Background: an optimization exercise with open tools, aiming at small area. Do not read the settings as production practice.
Function was checked by simulation only, so behaviour that the tests miss may differ from the original.
Power figures rest on the tool's default switching activity, not on a simulated workload.

## job 2891
==> flow/design.v (excerpt) <==
module prbs_link_top (
   input  logic                    clkout1,
   input  logic                    link_down_latched_reset_sync,
   input  logic                    i_force_error,
   output logic [28*(8+1)-1:0] o_tx_lanes,
   input  logic [28*(8+1)-1:0] i_rx_lanes,
   output logic [1:0]              o_status
);
For scale: about 1,300 cells after synthesis, about 280 flip-flops, ~510 I/O pins.
Settings: LEC_CHECK=0, CAP_MARGIN=20, CORE_MARGIN=2, CORE_UTILIZATION=50, PLACE_DENSITY=0.7, SLEW_MARGIN=20; clock period 4.0 ns.
standard.sh (not shown) runs the stock make flow with config.mk's settings and CLKGATE_MAP_FILE= SYNTH_SCRIPT=/design/flow/synth_recipe.tcl, a recipe that flattens the netlist after the stock synthesis.
==> flow/flow/run.sh <==
#!/bin/bash
# The standard layout with three changes:
#  - synthesis is the standard flow's own script (synth_recipe.tcl) with ABC run on an
#    area-recovering script (flow/abc_area.script) instead of ORFS's speed
#    script; flip-flops are mapped before ABC, so the registers are unchanged;
#  - the port buffers use the smallest buffer cell instead of the delay buffer
#    buffer_ports picks by default;
#  - the clock tree uses smaller buffers and no dummy loads.
set -euo pipefail
here=$(pwd)
{
  echo "proc abc {args} {"
  echo "  set i [lsearch \$args -script]"
  echo "  if {\$i >= 0} { lset args [expr {\$i + 1}] $here/flow/abc_area.script }"
  echo "  yosys abc {*}\$args"
  echo "}"
  cat synth_recipe.tcl
} > own_synth.tcl
bash standard.sh \
  "SYNTH_SCRIPT=$here/own_synth.tcl" \
  "BUFFER_PORTS_ARGS=-buffer_cell sky130_fd_sc_hd__buf_1" \
  "CTS_ARGS=-sink_clustering_enable -repair_clock_nets -dont_use_dummy_load -buf_list {sky130_fd_sc_hd__clkbuf_8} -sink_clustering_size 20 -sink_clustering_max_diameter 60" \
  finish > flow_make.log 2>&1
==> flow/flow/abc_area.script <==
&get -n
&st
&dch
&nf -R 1000
&st
&syn2
&if -g -K 6
&synch2
&nf -R 1000
&st
&syn2
&if -g -K 6
&synch2
&nf -R 1000
&st
&dch -f
&nf -R 1000
&put
topo
stime -c
diff inputs: job 2891 => job 7569
Settings: swapping 50 for 40 in CORE_UTILIZATION; swapping 0.7 for 0.6 in PLACE_DENSITY; putting GPL_TIMING_DRIVEN at 0 where nothing was set.
-- flow/flow/run.sh --
<<< job 2891, line 19
bash standard.sh \
  "SYNTH_SCRIPT=$here/own_synth.tcl" \
  "BUFFER_PORTS_ARGS=-buffer_cell sky130_fd_sc_hd__buf_1" \
  "CTS_ARGS=-sink_clustering_enable -repair_clock_nets -dont_use_dummy_load -buf_list {sky130_fd_sc_hd__clkbuf_8} -sink_clustering_size 20 -sink_clustering_max_diameter 60" \
>>> job 7569, line 19
bash standard.sh \
  "SYNTH_SCRIPT=$here/own_synth.tcl" \
  "REMOVE_ABC_BUFFERS=1" \
  "BUFFER_PORTS_ARGS=-buffer_cell sky130_fd_sc_hd__buf_1" \
  "CTS_ARGS=-sink_clustering_enable -repair_clock_nets -dont_use_dummy_load -buf_list {sky130_fd_sc_hd__clkbuf_8} -sink_clustering_size 20 -sink_clustering_max_diameter 60" \
Combinational gate power ends up higher on job 2891.
Total power across job 2891 and job 7569: no real change.
Looking at routed wire length, job 7569 sits above job 2891.
## Diff of input files: job 4551 against job 7569
Settings: CORE_UTILIZATION: 40 -> 55; PLACE_DENSITY: 0.6 -> 0.75; GPL_TIMING_DRIVEN: 0 -> unset.
-- flow/flow/run.sh --
<<< job 7569, line 19
bash standard.sh \
  "SYNTH_SCRIPT=$here/own_synth.tcl" \
  "REMOVE_ABC_BUFFERS=1" \
  "BUFFER_PORTS_ARGS=-buffer_cell sky130_fd_sc_hd__buf_1" \
  "CTS_ARGS=-sink_clustering_enable -repair_clock_nets -dont_use_dummy_load -buf_list {sky130_fd_sc_hd__clkbuf_8} -sink_clustering_size 20 -sink_clustering_max_diameter 60" \
  finish > flow_make.log 2>&1
>>> job 4551, line 19
bash standard.sh \
  "SYNTH_SCRIPT=$here/own_synth.tcl" \
  "BUFFER_PORTS_ARGS=-buffer_cell sky130_fd_sc_hd__buf_1" \
  "CTS_ARGS=-sink_clustering_enable -repair_clock_nets -dont_use_dummy_load -buf_list {sky130_fd_sc_hd__clkbuf_8} -sink_clustering_size 18 -sink_clustering_max_diameter 80" \
  finish > flow_make.log 2>&1
[summary]
Going from job 7569 to job 4551, the global-route track usage on met2 was found to have gone up by 14 points.
Job 4551 -> job 7569: unique cell type count in the Yosys netlist delta 0, exact match
Number of detailed-routing iterations run before antenna repair (higher): job 4551
Summary of job 4551 over job 7569: global-route wire length before repair saw a decrease, measured slew at the worst slew-check pin decreased 0.30 ns, cell area fell by 250 µm².
Relative to job 4551, the following input files were edited for job 7106:
Settings: CORE_UTILIZATION now 40, was 55; PLACE_DENSITY now 0.6, was 0.75.
-- flow/flow/run.sh --
<<< job 4551, line 20
  "SYNTH_SCRIPT=$here/own_synth.tcl" \
  "BUFFER_PORTS_ARGS=-buffer_cell sky130_fd_sc_hd__buf_1" \
  "CTS_ARGS=-sink_clustering_enable -repair_clock_nets -dont_use_dummy_load -buf_list {sky130_fd_sc_hd__clkbuf_8} -sink_clustering_size 18 -sink_clustering_max_diameter 80" \
  finish > flow_make.log 2>&1
>>> job 7106, line 20
  "SYNTH_SCRIPT=$here/own_synth.tcl" \
  "BUFFER_PORTS_ARGS=-buffer_cell sky130_fd_sc_hd__buf_1" \
  "CTS_ARGS=-sink_clustering_enable -repair_clock_nets -dont_use_dummy_load -buf_list {sky130_fd_sc_hd__clkbuf_8} -sink_clustering_size 20 -sink_clustering_max_diameter 60" \
  finish > flow_make.log 2>&1
Findings:
- The flow did not stop early for job 7106: all stages ran, and the layout cleared the timing, DRC and antenna checks.
- Side by side, sequential share of power turned out higher in job 7106 than in job 4551.
- Of job 7106 and job 4551, the run reporting the higher clock tree buffer count of the final layout was job 7106.
- | global-route wire length before repair | job 7106 vs job 4551 | better |
- Comparing job 7106 and job 4551, the higher via count is on job 4551.
--- input diff job 7106..job 6451 ---
Settings: changing CORE_UTILIZATION from 40 to 50; changing PLACE_DENSITY from 0.6 to 0.7.
-- flow/flow/run.sh --
<<< job 7106, line 20
  "SYNTH_SCRIPT=$here/own_synth.tcl" \
  "BUFFER_PORTS_ARGS=-buffer_cell sky130_fd_sc_hd__buf_1" \
  "CTS_ARGS=-sink_clustering_enable -repair_clock_nets -dont_use_dummy_load -buf_list {sky130_fd_sc_hd__clkbuf_8} -sink_clustering_size 20 -sink_clustering_max_diameter 60" \
  finish > flow_make.log 2>&1
>>> job 6451, line 20
  "SYNTH_SCRIPT=$here/own_synth.tcl" \
  "BUFFER_PORTS_ARGS=-buffer_cell sky130_fd_sc_hd__buf_1" \
  "CTS_ARGS=-sink_clustering_enable -repair_clock_nets -dont_use_dummy_load -buf_list {sky130_fd_sc_hd__clkbuf_8} -sink_clustering_size 18 -sink_clustering_max_diameter 80" \
  finish > flow_make.log 2>&1
Final area (job 6451 over job 7106): decrease, about 1.2%
Looking at cell at the slowest stage of the critical path, the sky130_fd_sc_hd__xor2_1 result is from job 6451; the sky130_fd_sc_hd__dfxtp_1 one comes from job 7106.
Of job 7106 and job 6451, job 6451 shows the higher via count, with job 7106 below it.
met1 track demand over resource in global routing was lower in job 7106 than in job 6451.
Power after layout delta for job 6451 relative to job 7106: 230 µW higher

========
build 66:
prbs_link_top again, from the RTL that the note above started with.
Design prbs_link_top, start of the top module:
module prbs_link_top (
   input  logic                    clkout1,
   input  logic                    link_down_latched_reset_sync,
   input  logic                    i_force_error,
   output logic [28*(8+1)-1:0] o_tx_lanes,
   input  logic [28*(8+1)-1:0] i_rx_lanes,
   output logic [1:0]              o_status
);
   logic                   bit0;
   logic [28*7-1:0]  lane_hi;
   logic [28-1:0]    lane_err;
   prbs_gen prbs_gen_inst (
      .clkout1                      (clkout1),
      .link_down_latched_reset_sync (link_down_latched_reset_sync),
      .i_force_error                (i_force_error),
      .o_bit0                       (bit0),
      .o_lane_hi                    (lane_hi)
   );
   lane_delay_line lane_delay_line_inst (
      .clkout1                      (clkout1),
      .link_down_latched_reset_sync (link_down_latched_reset_sync),
      .i_bit0                       (bit0),
      .i_lane_hi                    (lane_hi),
  ...
export LEC_CHECK = 0
export CAP_MARGIN = 20
export CORE_MARGIN = 2
export CORE_UTILIZATION = 40
export PLACE_DENSITY = 0.6
export SLEW_MARGIN = 20
create_clock -name core_clock -period 4.0 [get_ports {clkout1}]
==> flow/flow/run.sh <==
#!/bin/bash
# The standard layout with three changes:
#  - synthesis is the standard flow's own script (synth_recipe.tcl) with ABC run on an
#    area-recovering script (flow/abc_area.script) instead of ORFS's speed
#    script; flip-flops are mapped before ABC, so the registers are unchanged;
#  - the port buffers use the smallest buffer cell instead of the delay buffer
#    buffer_ports picks by default;
#  - the clock tree uses smaller buffers and no dummy loads.
set -euo pipefail
here=$(pwd)
{
  echo "proc abc {args} {"
  echo "  set i [lsearch \$args -script]"
  echo "  if {\$i >= 0} { lset args [expr {\$i + 1}] $here/flow/abc_area.script }"
  echo "  yosys abc {*}\$args"
  echo "}"
  cat synth_recipe.tcl
} > own_synth.tcl
bash standard.sh \
  "SYNTH_SCRIPT=$here/own_synth.tcl" \
  "BUFFER_PORTS_ARGS=-buffer_cell sky130_fd_sc_hd__buf_1" \
  "CTS_ARGS=-sink_clustering_enable -repair_clock_nets -dont_use_dummy_load -buf_list {sky130_fd_sc_hd__clkbuf_16} -sink_clustering_size 30 -sink_clustering_max_diameter 80" \
  finish > flow_make.log 2>&1
Scripts as last shown in full above: flow/flow/abc_area.script
Build 66: no failed stages, no open violations at the end
Changes in build 4 relative to build 66:
--- a/flow/flow/run.sh
+++ b/flow/flow/run.sh
@@ -19,5 +19,6 @@
 bash standard.sh \
   "SYNTH_SCRIPT=$here/own_synth.tcl" \
+  "GPL_KEEP_OVERFLOW=0" \
   "BUFFER_PORTS_ARGS=-buffer_cell sky130_fd_sc_hd__buf_1" \
-  "CTS_ARGS=-sink_clustering_enable -repair_clock_nets -dont_use_dummy_load -buf_list {sky130_fd_sc_hd__clkbuf_16} -sink_clustering_size 30 -sink_clustering_max_diameter 80" \
+  "CTS_ARGS=-sink_clustering_enable -repair_clock_nets -dont_use_dummy_load -buf_list {sky130_fd_sc_hd__clkbuf_8} -sink_clustering_size 20 -sink_clustering_max_diameter 60" \
   finish > flow_make.log 2>&1
Findings:
Build 4 went all the way through the flow, and no timing, DRC or antenna check failed. Against build 66, build 4 comes in 88 um2 lower on total non-filler cell area in the finished layout. Higher number of detailed-route iterations in the first pass goes to build 4 over build 66. Compared with build 66, in build 4 placed cell count down 12, sequential share of layout area up 0.25 points, non-clock buffer count down 12. Between build 66 and build 4, met1 demand-to-capacity share in global routing decreased. Diff build 66 -> build 4: number of cells on the worst reg-to-reg path went up by 1; setup slack of the critical path after layout moved down. Looking at met3 track demand over resource in global routing, build 4 sits below build 66.
The following lists how build 11 was set up differently from build 4:
Settings: a change of CAP_MARGIN from 20 to 5; a change of SLEW_MARGIN from 20 to 5.
--- a/flow/flow/run.sh
+++ b/flow/flow/run.sh
@@ -19,6 +19,5 @@
 bash standard.sh \
   "SYNTH_SCRIPT=$here/own_synth.tcl" \
-  "GPL_KEEP_OVERFLOW=0" \
   "BUFFER_PORTS_ARGS=-buffer_cell sky130_fd_sc_hd__buf_1" \
-  "CTS_ARGS=-sink_clustering_enable -repair_clock_nets -dont_use_dummy_load -buf_list {sky130_fd_sc_hd__clkbuf_8} -sink_clustering_size 20 -sink_clustering_max_diameter 60" \
+  "CTS_ARGS=-sink_clustering_enable -repair_clock_nets -dont_use_dummy_load -buf_list {sky130_fd_sc_hd__clkbuf_8} -sink_clustering_size 18 -sink_clustering_max_diameter 80" \
   finish > flow_make.log 2>&1
### Flow results
Taking build 4 as the reference, in build 11 layout overhead on the synthesized area down 0.60 points, clock skew dropped 0.029 ns. Summary — internal power consumption, build 11 relative to build 4: lower, by 1.2%. Setup slack (build 11 over build 4): increase, 0.33 ns. Going from build 4 to build 11, the sequential power was found to have gone down by about 3%. Per the comparison of build 11 with build 4, total grt overflow about even; final standard cell utilization of the core fell 0.24 points; critical path depth rose 1; sequential fraction of design power fell 0.5 points.
Setup changes, build 11 to build 22
Settings: CAP_MARGIN: 5 -> 20; SLEW_MARGIN: 5 -> 20.
--- a/flow/flow/run.sh
+++ b/flow/flow/run.sh
@@ -20,4 +20,4 @@
   "SYNTH_SCRIPT=$here/own_synth.tcl" \
   "BUFFER_PORTS_ARGS=-buffer_cell sky130_fd_sc_hd__buf_1" \
-  "CTS_ARGS=-sink_clustering_enable -repair_clock_nets -dont_use_dummy_load -buf_list {sky130_fd_sc_hd__clkbuf_8} -sink_clustering_size 18 -sink_clustering_max_diameter 80" \
+  "CTS_ARGS=-sink_clustering_enable -repair_clock_nets -dont_use_dummy_load -buf_list {sky130_fd_sc_hd__clkbuf_4 sky130_fd_sc_hd__clkbuf_8} -sink_clustering_size 16 -sink_clustering_max_diameter 45" \
   finish > flow_make.log 2>&1
## What came out
As far as post-CTS setup-driven buffer insertion count goes, build 22 and build 11 are indistinguishable; the numbers are identical. Going from build 11 to build 22, the post-detailed-routing wire length was found to have gone up by 120 um. Re number of hold violations in the final report: no difference whatsoever between build 11 and build 22. Comparing build 22 and build 11, the lower final setup slack of the worst path was measured on build 11. On count of clock-buffer cells in the layout, the higher figure sits with build 22, not build 11.

========
Setup of run A:
prbs_link_top, a different RTL version from the one above (not shown whole).
Size in the first run: ~1300 cells after synthesis, about 280 flip-flops, ~0.013 mm² of cells after synthesis.
## prbs_link_top
module prbs_link_top (
   input  logic                    clkout1,
   input  logic                    link_down_latched_reset_sync,
   input  logic                    i_force_error,
   output logic [28*(8+1)-1:0] o_tx_lanes,
   input  logic [28*(8+1)-1:0] i_rx_lanes,
   output logic [1:0]              o_status
);
   logic                   bit0;
   logic [28*7-1:0]  lane_hi;
   logic [28-1:0]    lane_err;
   prbs_gen prbs_gen_inst (
      .clkout1                      (clkout1),
      .link_down_latched_reset_sync (link_down_latched_reset_sync),
      .i_force_error                (i_force_error),
      .o_bit0                       (bit0),
      .o_lane_hi                    (lane_hi)
   );
   lane_delay_line lane_delay_line_inst (
      .clkout1                      (clkout1),
      .link_down_latched_reset_sync (link_down_latched_reset_sync),
      .i_bit0                       (bit0),
      .i_lane_hi                    (lane_hi),
      .o_lanes                      (o_tx_lanes)
   );
   for (genvar g = 0; g < 28; g++) begin : g_chk
      prbs_checker prbs_checker_inst (
         .clkout1 (clkout1),
         .i_rx    (i_rx_lanes[g*(8+1) +: (8+1)]),
         .o_err   (lane_err[g])
      );
   end
   link_fsm link_fsm_inst (
      .clkout1                      (clkout1),
      .link_down_latched_reset_sync (link_down_latched_reset_sync),
      .i_lane_err                   (lane_err),
      .o_status                     (o_status)
   );
endmodule
Settings: LEC_CHECK=0, CAP_MARGIN=20, CORE_MARGIN=2, CORE_UTILIZATION=40, PLACE_DENSITY=0.6, SLEW_MARGIN=20; clock period 4.0 ns.
==> flow/flow/run.sh <==
#!/bin/bash
# The standard layout, with the port buffers made from the smallest buffer
# cell instead of the delay buffer buffer_ports picks by default.
set -euo pipefail
bash standard.sh \
  "BUFFER_PORTS_ARGS=-buffer_cell sky130_fd_sc_hd__buf_1" \
  finish > flow_make.log 2>&1
The flow did not stop early for run A: all stages ran, and the layout cleared the timing, DRC and antenna checks.
Changes in run B relative to run A:
Settings: ABC_AREA: unset -> 1.
==> flow/run.sh (new file) <==
#!/bin/bash
# synth_recipe.tcl (not shown) runs the flow's synth.tcl, then flattens the netlist and writes it again
# the make line also repeats each setting of config.mk as NAME=value (left out here)
make -C /OpenROAD-flow-scripts/flow DESIGN_CONFIG=/design/flow/config.mk WORK_HOME=/design/flow/orfs CLKGATE_MAP_FILE= SYNTH_SCRIPT=/design/flow/synth_recipe.tcl finish
removed: flow/flow/run.sh
removed: flow/standard.sh
==> comparison <==
Run A: done, clean on timing, DRC and antenna. The flow did not stop early for run B: all stages ran, and the layout cleared the timing, DRC and antenna checks. The leading cell type in the layout, fill and taps excluded comes out sky130_fd_sc_hd__nand2_1 in one run and sky130_fd_sc_hd__buf_1 in the other, namely in run B and run A respectively. Run B vs. run A: power consumed by sequential cells went down about 1%; number of antenna repair diodes went up 1. When run B is set beside run A, its global-route wire length before repair turns out to be 33% larger. Number of violations reported at the end of detailed-routing iteration 0 for run B: 14% up relative to run A.
#### Input delta (run C over run B)
Settings: clearing ABC_AREA, which used to be 1.
==> flow/flow/run.sh (new file) <==
#!/bin/bash
# The standard layout, with the port buffers made from the smallest buffer
# cell instead of the delay buffer buffer_ports picks by default, and a clock
# tree of smaller buffers without dummy loads.
set -euo pipefail
bash standard.sh \
  "BUFFER_PORTS_ARGS=-buffer_cell sky130_fd_sc_hd__buf_1" \
  "CTS_ARGS=-sink_clustering_enable -repair_clock_nets -dont_use_dummy_load -buf_list {sky130_fd_sc_hd__clkbuf_4 sky130_fd_sc_hd__clkbuf_8} -sink_clustering_size 25 -sink_clustering_max_diameter 60" \
  finish > flow_make.log 2>&1
==> flow/standard.sh (new file) <==
#!/bin/bash
# synth_recipe.tcl (not shown) runs the flow's synth.tcl, then flattens the netlist and writes it again
# the make line also repeats each setting of config.mk as NAME=value (left out here)
make -C /OpenROAD-flow-scripts/flow DESIGN_CONFIG=/design/flow/config.mk WORK_HOME=/design/flow/orfs CLKGATE_MAP_FILE= SYNTH_SCRIPT=/design/flow/synth_recipe.tcl "${@:-finish}"
removed: flow/run.sh
[summary]
- Power density over the cells for run C is higher than for run B.
- Run B has a higher area after synthesis than run C.
- The cell count after placement in run B is 1.5 times that in run C.
- [run C] detailed-route vias per instance rose 11% relative to run B

[port drivers added, routing unchanged]
The results above use ideal ports. As a check the final layouts listed here were re-extracted and re-timed, cells and wires unchanged.
Step 1, drivers: a clkbuf_16 drives clkout1 and a buf_2 each remaining input, both assumed.
Step 2 also shifts input and output timing later by t, the mid clock arrival at the registers, as if the neighbouring blocks saw the same clock.
Slacks: no drivers / after step 1 / after step 2; pairs: no drivers / after step 1.
| run | t, ns | setup WS [ns] | clock arrival spread, ns |
|---|---|---|---|
| job 2891 | 0.595 | 0.549 / 0.505 / 0.995 | 0.094 / 0.094 |
| job 7569 | 0.606 | 0.078 / 0.034 / 0.640 | 0.062 / 0.062 |
| job 4551 | 0.554 | 0.340 / 0.302 / 0.857 | 0.073 / 0.073 |
| job 7106 | 0.594 | 0.490 / 0.442 / 0.654 | 0.092 / 0.091 |
| job 6451 | 0.561 | 0.588 / 0.544 / 0.989 | 0.068 / 0.068 |
| build 66 | 0.546 | 0.521 / 0.470 / 0.610 | 0.084 / 0.084 |
| build 4 | 0.593 | 0.078 / 0.031 / 0.623 | 0.094 / 0.095 |
| build 11 | 0.583 | 0.408 / 0.362 / 0.611 | 0.068 / 0.068 |
| build 22 | 0.544 | 0.493 / 0.446 / 0.668 | 0.101 / 0.101 |
| run A | 0.597 | 0.470 / 0.421 / 0.655 | 0.010 / 0.011 |
| run B | 0.575 | 0.228 / 0.177 / 0.752 | 0.030 / 0.030 |
| run C | 0.585 | 0.472 / 0.428 / 0.673 | 0.056 / 0.056 |
After both steps setup and hold are still met in every run listed.
